From an optimization exercise on the open Yosys and OpenROAD flow, aimed at small area; shortcuts taken in it are not production practice. Where RTL was checked, it was by simulation tests only, not by an equivalence proof against the original. Power and IR drop assume default switching activity.

Design tcp_offload, start of the top module:
module tcp_offload (
    input  logic                i_clk,
    input  logic                i_reset,
    input  logic [39:0]         i_cpu_req,
    output logic [33:0]         o_cpu_rsp,
    input  logic [9:0]          i_rx,
    output logic [9:0]          o_tx
);
    logic       rst;
    logic       rx_v, rx_l;
    logic [7:0] rx_d;
    logic       c_req, c_wr;
    logic [5:0] c_addr;
    logic [31:0] c_wd;
    assign rst    = i_reset;
    assign rx_v   = i_rx[9];
    assign rx_d   = i_rx[8:1];
    assign rx_l   = i_rx[0];
    assign c_req  = i_cpu_req[39];
    assign c_wr   = i_cpu_req[38];
    assign c_addr = i_cpu_req[37:32];
    assign c_wd   = i_cpu_req[31:0];
    logic        st_pay_q;
    logic [1:0]  hcnt_q;         
    logic [31:0] hdr_q;
    logic        p_v_q, p_l_q, pv_q;
    logic [7:0]  p_d_q;
    always_ff @(posedge i_clk) begin
        if (rst) begin
            st_pay_q <= 1'b0;
            hcnt_q <= 2'd0;
            p_v_q <= 1'b0;
            pv_q <= 1'b0;
        end else begin
            p_v_q <= st_pay_q & rx_v;
            pv_q <= st_pay_q & rx_v & hcnt_q[0];
            if (rx_v) begin
                if (!st_pay_q) begin
                    if (rx_l) begin
                        hcnt_q <= 2'd0;
                    end else if (hcnt_q == 2'd3) begin
                        hcnt_q <= 2'd1;
                        st_pay_q <= 1'b1;
  ...
Size: roughly 96 I/O pins, roughly 35,000 µm² of cells after synthesis.
export LEC_CHECK = 0
export CAP_MARGIN = 20
export CORE_MARGIN = 2
export CORE_UTILIZATION = 65
export PLACE_DENSITY = 0.75
export SLEW_MARGIN = 20
export CTS_ARGS = -sink_clustering_enable -repair_clock_nets -dont_use_dummy_load -buf_list "sky130_fd_sc_hd__clkbuf_4" -sink_clustering_size 11 -sink_clustering_max_diameter 35
export BUFFER_PORTS_ARGS = -buffer_cell sky130_fd_sc_hd__buf_1
create_clock -name core_clock -period 5.0 [get_ports {i_clk}]
standard.sh (not shown) runs the stock make flow with config.mk's settings and CLKGATE_MAP_FILE= SYNTH_SCRIPT=/design/flow/synth_recipe.tcl, a recipe that flattens the netlist after the stock synthesis.
==> flow/flow/run.sh <==
#!/bin/bash
cat >> config.mk <<'EOF'
export CTS_ARGS = -sink_clustering_enable -repair_clock_nets -dont_use_dummy_load -buf_list "sky130_fd_sc_hd__clkbuf_4" -sink_clustering_size 11 -sink_clustering_max_diameter 35
export BUFFER_PORTS_ARGS = -buffer_cell sky130_fd_sc_hd__buf_1
EOF
bash standard.sh > standard.log 2>&1
==> next run, changes <==
==> flow/run.sh (new file) <==
#!/bin/bash
# synth_recipe.tcl (not shown) runs the flow's synth.tcl, then flattens the netlist and writes it again
# the make line also repeats each setting of config.mk as NAME=value (left out here)
make -C /OpenROAD-flow-scripts/flow DESIGN_CONFIG=/design/flow/config.mk WORK_HOME=/design/flow/orfs CLKGATE_MAP_FILE= SYNTH_SCRIPT=/design/flow/synth_recipe.tcl finish
Settings changed: BUFFER_PORTS_ARGS -buffer_cell sky130_fd_sc_hd__buf_1 to unset, CTS_ARGS -sink_clustering_enable -repair_clock_nets -dont_use_dummy_load -buf_list "sky130_fd_sc_hd__clkbuf_4" -sink_clustering_size 11 -sink_clustering_max_diameter 35 to unset, CTS_BUF_LIST set to sky130_fd_sc_hd__clkbuf_8, CTS_CLUSTER_DIAMETER set to 45, CTS_CLUSTER_SIZE set to 14.
removed: flow/flow/run.sh
removed: flow/standard.sh
Result: Power came out higher by 13%; worst hold slack improves by 0.19 ns; final cell count came out higher by 0.78%; non-clock buffer count came out lower by 2; via count came out lower by 0.32%; fmax came out higher by 3.1%; utilization came out higher by 3.0 points; design area came out higher by 4.3%.
==> next run, changes <==
==> flow/flow/run.sh (new file) <==
#!/bin/bash
cat >> config.mk <<'EOF'
export CTS_ARGS = -sink_clustering_enable -repair_clock_nets -dont_use_dummy_load -buf_list "sky130_fd_sc_hd__clkbuf_4" -sink_clustering_size 10 -sink_clustering_max_diameter 40
export BUFFER_PORTS_ARGS = -buffer_cell sky130_fd_sc_hd__buf_1
EOF
bash standard.sh > standard.log 2>&1
==> flow/standard.sh (new file) <==
#!/bin/bash
# synth_recipe.tcl (not shown) runs the flow's synth.tcl, then flattens the netlist and writes it again
# the make line also repeats each setting of config.mk as NAME=value (left out here)
make -C /OpenROAD-flow-scripts/flow DESIGN_CONFIG=/design/flow/config.mk WORK_HOME=/design/flow/orfs CLKGATE_MAP_FILE= SYNTH_SCRIPT=/design/flow/synth_recipe.tcl "${@:-finish}"
Settings changed: BUFFER_PORTS_ARGS set to -buffer_cell sky130_fd_sc_hd__buf_1, CTS_ARGS set to -sink_clustering_enable -repair_clock_nets -dont_use_dummy_load -buf_list "sky130_fd_sc_hd__clkbuf_4" -sink_clustering_size 10 -sink_clustering_max_diameter 40, CTS_BUF_LIST sky130_fd_sc_hd__clkbuf_8 to unset, CTS_CLUSTER_DIAMETER 45 to unset, CTS_CLUSTER_SIZE 14 to unset.
removed: flow/run.sh
The new run produced a clean layout.
Clock skew increases by 0.12 ns.
Design area decreases by 4.4%.
Cell count decreases by 1.2%.
Worst hold slack is worse by 0.13 ns.
Total power decreases by 13%.

== oak ==
Another version of the RTL of tcp_offload (not shown whole).
Size in the first run: about 2500 cells after synthesis, about 940 flip-flops.
==> flow/design.v (excerpt) <==
module tcp_offload (
    input  logic                i_clk,
    input  logic                i_reset,
    input  logic [39:0]         i_cpu_req,
    output logic [33:0]         o_cpu_rsp,
    input  logic [9:0]          i_rx,
    output logic [9:0]          o_tx
);
Settings: LEC_CHECK=0, CAP_MARGIN=20, CORE_MARGIN=2, CORE_UTILIZATION=40, SLEW_MARGIN=20, CTS_ARGS=-sink_clustering_enable -repair_clock_nets -dont_use_dummy_load -buf_list "sky130_fd_sc_hd__clkbuf_8" -sink_clustering_size 16 -sink_clustering_max_diameter 50, BUFFER_PORTS_ARGS=-buffer_cell sky130_fd_sc_hd__buf_1; clock period 5.0 ns.
==> flow/flow/run.sh <==
#!/bin/bash
cat >> config.mk <<'EOF'
export CTS_ARGS = -sink_clustering_enable -repair_clock_nets -dont_use_dummy_load -buf_list "sky130_fd_sc_hd__clkbuf_8" -sink_clustering_size 16 -sink_clustering_max_diameter 50
export BUFFER_PORTS_ARGS = -buffer_cell sky130_fd_sc_hd__buf_1
EOF
bash standard.sh > standard.log 2>&1
Edits applied to the flow inputs when going from oak to pine:
# oak
export LEC_CHECK = 0
export CAP_MARGIN = 20
export CORE_MARGIN = 2
export CORE_UTILIZATION = 40
export SLEW_MARGIN = 20
export CTS_ARGS = -sink_clustering_enable -repair_clock_nets -dont_use_dummy_load -buf_list "sky130_fd_sc_hd__clkbuf_8" -sink_clustering_size 16 -sink_clustering_max_diameter 50
export BUFFER_PORTS_ARGS = -buffer_cell sky130_fd_sc_hd__buf_1
create_clock -name core_clock -period 5.0 [get_ports {i_clk}]
# pine
export LEC_CHECK = 0
export CAP_MARGIN = 20
export CORE_MARGIN = 2
export CORE_UTILIZATION = 40
export SLEW_MARGIN = 20
export CTS_ARGS = -sink_clustering_enable -repair_clock_nets -dont_use_dummy_load -buf_list "sky130_fd_sc_hd__clkbuf_8 sky130_fd_sc_hd__clkbuf_16" -sink_clustering_size 20 -sink_clustering_max_diameter 60
export BUFFER_PORTS_ARGS = -buffer_cell sky130_fd_sc_hd__buf_1
create_clock -name core_clock -period 5.0 [get_ports {i_clk}]
==> flow/flow/run.sh <==
#!/bin/bash
cat >> config.mk <<'EOF'
export CTS_ARGS = -sink_clustering_enable -repair_clock_nets -dont_use_dummy_load -buf_list "sky130_fd_sc_hd__clkbuf_8 sky130_fd_sc_hd__clkbuf_16" -sink_clustering_size 20 -sink_clustering_max_diameter 60
export BUFFER_PORTS_ARGS = -buffer_cell sky130_fd_sc_hd__buf_1
EOF
bash standard.sh > standard.log 2>&1
Results
- pine reached the final stage; the timing, design-rule and antenna checks on its layout passed.
- Between oak and pine, layout overhead on the synthesized area increased.
- Status: met3 track utilization from global routing parity (pine, oak)
- pine against oak: overall routing resource usage neither gained nor lost much, power per cell area went up, minimum clock period after layout decreased 41 ps, insertion delay of the later-clocked pin in the worst-skew pair dropped 110 ps, routed wire length decreased about 0.7%.
- Per the comparison of pine with oak, total clock buffers created by CTS decreased about 24%, final area increased 1.3%, cell count decreased 25.
No functional check of the RTL was part of any run of this note.

tcp_offload, a different RTL version from the one above (not shown whole).
For scale: roughly 2500 cells after synthesis, ~930 flip-flops, ~96 I/O pins.
==> flow/config.mk <==
export PLATFORM = sky130hd
export DESIGN_NAME = tcp_offload
export DESIGN_NICKNAME = tcp_offload
export VERILOG_FILES = /design/flow/design.v
export SDC_FILE = /design/flow/constraint.sdc
export NUM_CORES = 4
export LEC_CHECK = 0
export CAP_MARGIN = 20
export CORE_MARGIN = 2
export CORE_UTILIZATION = 40
export SLEW_MARGIN = 20
export CTS_ARGS = -sink_clustering_enable -repair_clock_nets -dont_use_dummy_load -buf_list "sky130_fd_sc_hd__clkbuf_8" -sink_clustering_size 16 -sink_clustering_max_diameter 50
export BUFFER_PORTS_ARGS = -buffer_cell sky130_fd_sc_hd__buf_1
==> flow/constraint.sdc <==
create_clock -name core_clock -period 5.0 [get_ports {i_clk}]
set_input_delay 1.0000 -clock core_clock [delete_from_list [all_inputs] [get_ports {i_clk}]]
set_output_delay 1.0000 -clock core_clock [all_outputs]
set_load 0.01 [all_outputs]
==> flow/flow/run.sh <==
#!/bin/bash
cat >> config.mk <<'EOF'
export CTS_ARGS = -sink_clustering_enable -repair_clock_nets -dont_use_dummy_load -buf_list "sky130_fd_sc_hd__clkbuf_8" -sink_clustering_size 16 -sink_clustering_max_diameter 50
export BUFFER_PORTS_ARGS = -buffer_cell sky130_fd_sc_hd__buf_1
EOF
bash standard.sh > standard.log 2>&1
Change:
Settings changed: CORE_UTILIZATION 40 to 75, PLACE_DENSITY from default to 0.85.
=> The changed run passed the timing, design-rule and antenna checks; worst setup slack loses 210 ps; routed wire length goes down by 4.3%; hold slack gains 60 ps; cell area goes down by about 2.7%; global-route usage goes up by 15 points; combinational power goes down by about 4%.

tcp_offload again, from the RTL that the note above started with.
// tcp_offload
module tcp_offload (
    input  logic                i_clk,
    input  logic                i_reset,
    input  logic [39:0]         i_cpu_req,
    output logic [33:0]         o_cpu_rsp,
    input  logic [9:0]          i_rx,
    output logic [9:0]          o_tx
);
export LEC_CHECK = 0
export CAP_MARGIN = 20
export CORE_MARGIN = 2
export CORE_UTILIZATION = 65
export PLACE_DENSITY = 0.75
export SLEW_MARGIN = 20
export CTS_ARGS = -sink_clustering_enable -repair_clock_nets -dont_use_dummy_load -buf_list "sky130_fd_sc_hd__clkbuf_8" -sink_clustering_size 16 -sink_clustering_max_diameter 50
export BUFFER_PORTS_ARGS = -buffer_cell sky130_fd_sc_hd__buf_1
create_clock -name core_clock -period 5.0 [get_ports {i_clk}]
Scripts as last shown in full above: flow/flow/run.sh
Rerun with:
==> flow/flow/run.sh (replaced) <==
#!/bin/bash
cat >> config.mk <<'EOF'
export CTS_ARGS = -sink_clustering_enable -repair_clock_nets -dont_use_dummy_load -buf_list "sky130_fd_sc_hd__clkbuf_4" -sink_clustering_size 10 -sink_clustering_max_diameter 40
export BUFFER_PORTS_ARGS = -buffer_cell sky130_fd_sc_hd__buf_1
EOF
bash standard.sh > standard.log 2>&1
CTS_ARGS = -sink_clustering_enable -repair_clock_nets -dont_use_dummy_load -buf_list "sky130_fd_sc_hd__clkbuf_4" -sink_clustering_size 10 -sink_clustering_max_diameter 40   (was -sink_clustering_enable -repair_clock_nets -dont_use_dummy_load -buf_list "sky130_fd_sc_hd__clkbuf_8" -sink_clustering_size 16 -sink_clustering_max_diameter 50)
After rerunning:
- combinational power hardly moves
- sequential share of layout area rose by 0.39 points
- final area fell by 0.58%
- wire length rose by 0.42%

RTL: one of the versions met above, not the one the previous note started from.
For scale: ~920 flip-flops, roughly 96 I/O pins, ~35000 sq um of cells after synthesis.
==> flow/config.mk <==
export PLATFORM = sky130hd
export DESIGN_NAME = tcp_offload
export DESIGN_NICKNAME = tcp_offload
export VERILOG_FILES = /design/flow/design.v
export SDC_FILE = /design/flow/constraint.sdc
export NUM_CORES = 4
export LEC_CHECK = 0
export CAP_MARGIN = 5
export CORE_MARGIN = 2
export CORE_UTILIZATION = 65
export PLACE_DENSITY = 0.75
export SLEW_MARGIN = 5
export CTS_ARGS = -sink_clustering_enable -repair_clock_nets -dont_use_dummy_load -buf_list "sky130_fd_sc_hd__clkbuf_4" -sink_clustering_size 10 -sink_clustering_max_diameter 40
export BUFFER_PORTS_ARGS = -buffer_cell sky130_fd_sc_hd__buf_1
==> flow/constraint.sdc <==
create_clock -name core_clock -period 5.0 [get_ports {i_clk}]
set_input_delay 1.0000 -clock core_clock [delete_from_list [all_inputs] [get_ports {i_clk}]]
set_output_delay 1.0000 -clock core_clock [all_outputs]
set_load 0.01 [all_outputs]
==> flow/flow/run.sh <==
#!/bin/bash
cat >> config.mk <<'EOF'
export CTS_ARGS = -sink_clustering_enable -repair_clock_nets -dont_use_dummy_load -buf_list "sky130_fd_sc_hd__clkbuf_4" -sink_clustering_size 10 -sink_clustering_max_diameter 40
export BUFFER_PORTS_ARGS = -buffer_cell sky130_fd_sc_hd__buf_1
EOF
bash standard.sh > standard.log 2>&1
The starting point went through all stages and came out clean.
==> next run, changes <==
- CAP_MARGIN: 5 -> 20
- CORE_UTILIZATION: 65 -> 70
- PLACE_DENSITY: 0.75 -> 0.8
- SLEW_MARGIN: 5 -> 20
Outcome: First-iteration DRC count is about the same; sequential cell count is unchanged; area after synthesis stays the same; final area stays flat; clock power barely changes; combinational power climbs by about 6%; routed wire length drops by 1.0%.

[port drivers added, routing unchanged]
In the flow no input, the clock included, has a driving cell. The finished layouts below were timed again as built, in two steps.
Step 1 assumes that a clkbuf_16 drives the clock port and a buf_2 every other input.
Step 2 adds t to the input delays and takes it off the output delays; t is the mean of the earliest and latest rising clock arrival at the registers after step 1. Input paths then give back, and output paths get back, about the clock's delay inside the block.
Three values: no drivers, after step 1, after step 2; two values: the first two.
run | shift t [ns] | slack for setup (ns) | pins driven straight from the clock port
the first run of note 1 | 1.012 | 0.689 / 0.689 / 0.689 | 1
the second run of note 1 | 0.766 | 0.820 / 0.820 / 0.820 | 1
the third run of note 1 | 0.970 | 0.867 / 0.867 / 0.867 | 1
oak | 0.772 | 0.418 / 0.418 / 0.418 | 1
pine | 0.664 | 0.459 / 0.459 / 0.459 | 1
the first run of note 3 | 0.722 | 0.569 / 0.569 / 0.569 | 1
the second run of note 3 | 0.712 | 0.363 / 0.363 / 0.363 | 1
the first run of note 4 | 0.710 | 0.506 / 0.506 / 0.506 | 1
the second run of note 4 | 0.932 | 0.495 / 0.495 / 0.495 | 1
the first run of note 5 | 0.972 | 0.865 / 0.865 / 0.865 | 1
the second run of note 5 | 0.949 | 0.661 / 0.661 / 0.661 | 1
After both steps setup and hold are still met in every run listed.
